This design comes from an exercise in tuning for small area, a short achievable clock period and few clock cycles per item on the open sky130 flow, not from production work.
At most, simulation tests tie the RTL to the original design; equivalence was not proved.
The clock port is modelled as an ideal driver, which makes a skipped or thinned clock tree look cheaper than it is; a real chip needs a root buffer or a tree.

==> 10-03 <==
// trimmed_mean_ph_converter
module trimmed_mean_ph_converter
#(
    parameter int WINDOW      = DEF_WINDOW,
    parameter int DROP        = DEF_DROP,
    parameter int SAMPLE_BITS = DEF_SAMPLE_BITS
) (
    input  logic                   i_clk,
    input  logic                   i_rst_n,
    input  logic                   i_start,
    output logic                   o_busy,
    input  logic [SAMPLE_BITS-1:0] i_sample,
    output logic                   o_valid,
    output logic signed [PH_W-1:0] o_ph_milli,
    output logic [TSUM_W-1:0]      o_trimmed_sum,
    input  logic                   i_cfg_valid,
    output logic                   o_cfg_ready,
    input  logic [CFG_IDX_W-1:0]   i_cfg_index,
    input  logic [CFG_DATA_W-1:0]  i_cfg_data
);
clock: 8.0 ns
lec_check: 0
cap_margin: 20
core_margin: 2
core_utilization: 40
slew_margin: 20
standard.sh (not shown) runs the stock make flow with config.mk's settings and CLKGATE_MAP_FILE= SYNTH_SCRIPT=/design/flow/synth_recipe.tcl, a recipe that flattens the netlist after the stock synthesis.
==> flow/flow/run.sh <==
#!/bin/bash
set -euo pipefail
export BUFFER_PORTS_ARGS="-buffer_cell sky130_fd_sc_hd__buf_2"
export CTS_ARGS="-sink_clustering_enable -repair_clock_nets -dont_use_dummy_load -sink_clustering_size 25 -sink_clustering_max_diameter 150 -buf_list sky130_fd_sc_hd__clkbuf_16 -root_buf sky130_fd_sc_hd__clkbuf_16 -distance_between_buffers 2000 -branching_point_buffers_distance 2000"
bash standard.sh SETUP_SLACK_MARGIN=5.2 finish > make_finish.log 2>&1
==> inputs of 07-11, as changes to 10-03 <==
--- a/flow/design.v
+++ b/flow/design.v
@@ -165,29 +165,39 @@
         end else begin
             r_pv     <= i_xv && i_pop_ok;
             r_pfirst <= i_xv && i_pfirst;
             r_plast  <= i_xv && i_last;
         end
     end
     logic          w_gt1, w_gt2;
-    logic [AW-1:0] r_acc;
+    localparam int AL = 8;
+    logic [AL-1:0]    r_acc_lo;
+    logic [AW-AL-1:0] r_acc_hi;
+    logic             r_acc_c;
+    logic [AL:0]      w_acc_lo;
+    logic [AW-1:0]    w_acc;
     tmpc_lt #(.W(SB)) u_gt1 (.i_a(r_x1), .i_b(r_p), .o_lt(w_gt1));
     tmpc_lt #(.W(SB)) u_gt2 (.i_a(r_x2), .i_b(r_p), .o_lt(w_gt2));
     assign w_x1n = w_gt1 ? r_p : r_x1;
     always_ff @(posedge i_clk) begin
         if (r_pfirst) begin
             r_x1 <= r_p;
             r_x2 <= '0;
         end else begin
             r_x1 <= w_x1n;
             r_x2 <= w_gt1 ? r_x1 : (w_gt2 ? r_p : r_x2);
         end
     end
+    assign w_acc = {r_acc_hi + (AW-AL)'(r_acc_c), r_acc_lo};
+    assign w_acc_lo = {1'b0, r_pfirst ? AL'(2) : r_acc_lo} + {1'b0, r_p[AL-1:0]};
     always_ff @(posedge i_clk) begin
-        r_acc <= (r_pfirst ? AW'(2) : r_acc) + {{(AW-SB){r_subx}}, r_p};
+        r_acc_lo <= w_acc_lo[AL-1:0];
+        r_acc_c  <= w_acc_lo[AL];
+        r_acc_hi <= (r_pfirst ? '0 : r_acc_hi) + {{(AW-SB){r_subx}}, r_p[SB-1:AL]}
+                    + (AW-AL)'(r_acc_c & ~r_pfirst);
     end
     always_ff @(posedge i_clk) begin
         if (!i_rst_n) begin
             r_sub1 <= 1'b0;
             r_sub2 <= 1'b0;
             r_subx <= 1'b0;
             r_done <= 1'b0;
@@ -217,15 +227,15 @@
     logic signed [XW-1:0] r_w;             
     logic signed [XW-1:0] r_b;             
     logic [2:0]      w_dig;
     logic            w_neg, w_one, w_two, w_off;
     logic signed [XW-1:0] w_bn;
     always_comb begin
         if (r_done) begin
-            w_dig = {r_acc[1], r_acc[0], 1'b0};
+            w_dig = {r_acc_lo[1], r_acc_lo[0], 1'b0};
         end else if (r_step != 4'd0 && r_step < 4'd8) begin
             w_dig = r_sum[3:1];
         end else begin
             w_dig = 3'b000;
         end
         w_neg = ~w_dig[2] & (w_dig[1] | w_dig[0]);     
         w_one = w_dig[1] ^ w_dig[0];
@@ -248,28 +258,28 @@
     end
     always_ff @(posedge i_clk) begin
         r_b   <= w_bn;
         r_off <= w_off;
     end
     always_ff @(posedge i_clk) begin
         if (r_done) begin
-            r_sum <= RW'(r_acc);
+            r_sum <= RW'(w_acc);
         end else begin
             r_sum <= {r_sum[1:0], r_sum[RW-1:2]};
         end
     end
     logic [AW:0]          w_n;             
     logic [AW+1:0]        w_x;             
     logic                 w_xc;
     logic [AW+1:0]        w_ax;            
     logic signed [PW-1:0] w_p;
     logic signed [XW-1:0] w_a, w_s;
     logic                 w_sneg;          
     logic                 w_sat;
-    assign w_ax = {1'b0, r_acc, 1'b0};
+    assign w_ax = {1'b0, w_acc, 1'b0};
     always_comb begin
         for (int i = 0; i <= AW; i++) begin
             w_n[i] = ((i % 2) == 0) ? (~w_ax[i+2] & (w_ax[i+1] | w_ax[i])) : 1'b0;
         end
         w_xc = 1'b0;
         for (int i = 0; i < 8; i++) begin
             w_x[2*i]   = ~(w_n[2*i] ^ w_xc);
==> flow/flow/run.sh (replaced) <==
#!/bin/bash
# Layout flow: the standard ORFS flow (standard.sh, unchanged synthesis),
# with these changes to how the layout is made; the design, clock period and
# constraints are unchanged:
#  - every port still gets a buffer, but a plain sky130_fd_sc_hd__buf_2
#    instead of the delay cell buffer_ports picks by default;
#  - the clock tree uses clkbuf_16 clusters of up to 25 sinks and no dummy
#    loads; post_cts.tcl then drives the leaf buffers straight from the root
#    buffer and removes the middle level, so every register gets its clock
#    through the root buffer and one leaf buffer;
#  - timing repair aims for a setup slack margin of 5.4 ns.
# make's full output goes to make_finish.log in this folder; each ORFS step
# keeps its own log under orfs/logs/ (post_cts.tcl prints into 4_1_cts.log).
set -euo pipefail
export BUFFER_PORTS_ARGS="-buffer_cell sky130_fd_sc_hd__buf_2"
export CTS_ARGS="-sink_clustering_enable -repair_clock_nets -dont_use_dummy_load -sink_clustering_size 25 -sink_clustering_max_diameter 150 -buf_list sky130_fd_sc_hd__clkbuf_16 -root_buf sky130_fd_sc_hd__clkbuf_16 -distance_between_buffers 2000 -branching_point_buffers_distance 2000"
export POST_CTS_TCL="$(pwd)/flow/post_cts.tcl"
bash standard.sh SETUP_SLACK_MARGIN=5.4 finish > make_finish.log 2>&1
==> flow/flow/post_cts.tcl (new file) <==
# After clock tree synthesis: if the tree has a middle level between the root
# buffer (the one driven by the clock port) and the leaf buffers, and the
# root can drive all leaf buffers itself, drive them from the root and remove
# the middle buffers. Every register still gets its clock through the root
# buffer and one leaf buffer.
set block [ord::get_db_block]
set clk_net [[$block findBTerm i_clk] getNet]
set root ""
foreach it [$clk_net getITerms] {
  set m [[$it getInst] getMaster]
  if {[string match "*clkbuf*" [$m getName]]} { set root [$it getInst] }
}
if {$root ne ""} {
  set root_net [[$root findITerm X] getNet]
  set mids {}
  set leaves 0
  set ok 1
  foreach it [$root_net getITerms] {
    set inst [$it getInst]
    if {$inst == $root} continue
    if {![string match "*clkbuf*" [[$inst getMaster] getName]]} { set ok 0; continue }
    lappend mids $inst
    set out [[$inst findITerm X] getNet]
    foreach lt [$out getITerms] {
      if {[$lt getInst] == $inst} continue
      if {![string match "*clkbuf*" [[[$lt getInst] getMaster] getName]]} { set ok 0 }
      incr leaves
    }
  }
  puts "post_cts: root [$root getName], [llength $mids] middle buffers, $leaves leaf buffers, ok $ok"
  if {$ok && [llength $mids] > 0 && $leaves <= 16} {
    foreach mid $mids {
      set out [[$mid findITerm X] getNet]
      foreach lt [$out getITerms] {
        if {[$lt getInst] == $mid} continue
        $lt disconnect
        $lt connect $root_net
      }
      [$mid findITerm A] disconnect
      [$mid findITerm X] disconnect
      puts "post_cts: removed [$mid getName]"
      odb::dbInst_destroy $mid
      odb::dbNet_destroy $out
    }
  }
}
Settings changed: ABC_AREA from default to 1, CORE_UTILIZATION 40 to 65, PLACE_DENSITY from default to 0.75.
==> impl_results.rst <==
.. list-table::
   :header-rows: 1

   * - Metric
     - Value
   * - Number of buffers inserted to repair setup after CTS
     - 11
   * - Slew HR
     - 43.2%
   * - Mux contribution to synthesized area
     - 4.53%
   * - Max rail drop VDD
     - 137 µV
   * - Outcome
     - complete, no violations
   * - Sw Share
     - 32.8%
   * - Startpoint of the worst register-to-register path
     - u_dp.r_w[2]$_DFF_P_
   * - Layout clock area frac
     - 2.51%
   * - Total number of sequential cells
     - 205
   * - Slowest stage cell on the critical path
     - sky130_fd_sc_hd__a2111oi_4
   * - Core occupancy in the finished layout
     - 46.4%
That was 10-03.
==> impl_results.rst <==
.. list-table::
   :header-rows: 1

   * - Metric
     - Value
   * - Most used standard cells in the synthesized netlist
     - sky130_fd_sc_hd__nand2_1 (362), sky130_fd_sc_hd__inv_1 (214), sky130_fd_sc_hd__dfxtp_1 (194), sky130_fd_sc_hd__nor2_1 (114), sky130_fd_sc_hd__nand3_1 (94)
   * - Outcome
     - complete, no violations
   * - Max rail drop VDD
     - 184 µV
   * - Startpoint of the worst register-to-register path
     - u_dp.r_acc_c$_DFF_P_
   * - Sw Share
     - 34.8%
   * - Total number of sequential cells
     - 206
   * - Slowest stage cell on the critical path
     - sky130_fd_sc_hd__dfxtp_1
   * - Slew HR
     - 48.8%
   * - Mux contribution to synthesized area
     - 0%
   * - Core occupancy in the finished layout
     - 69.1%
   * - Layout clock area frac
     - 2.20%
That was 07-11.
Testbench counts of 07-11, summed over its fixed seeds: cycles 16,272, windows 1,600.
Only the layout flow was run in 10-03; the RTL was not checked for function there.

==> port drivers added, routing unchanged <==
How much do the figures lean on ideal ports? The routed layouts below were timed once more, with nothing changed but the port constraints. Step 1 assumes that a clkbuf_16 drives the clock port and a buf_2 every other input. Step 2 times the ports against the registers' clock, not the clock port: input delays grow and output delays shrink by t, the midpoint of the rising clock arrivals with the driver on. Three values: ideal, step 1, step 2; two values: the first two.
| run | t, ns | setup slack, ns | cell pins on the clock port's net |
|---|---|---|---|
| 10-03 | 0.498 | 5.155 / 5.155 / 5.063 | 1 |
| 07-11 | 0.421 | 5.475 / 5.429 / 5.268 | 1 |
After both steps every run listed still meets setup and hold. The setup slack of 07-11, which loses most, moves by -0.046 ns with the drivers and by -0.207 ns with both steps.
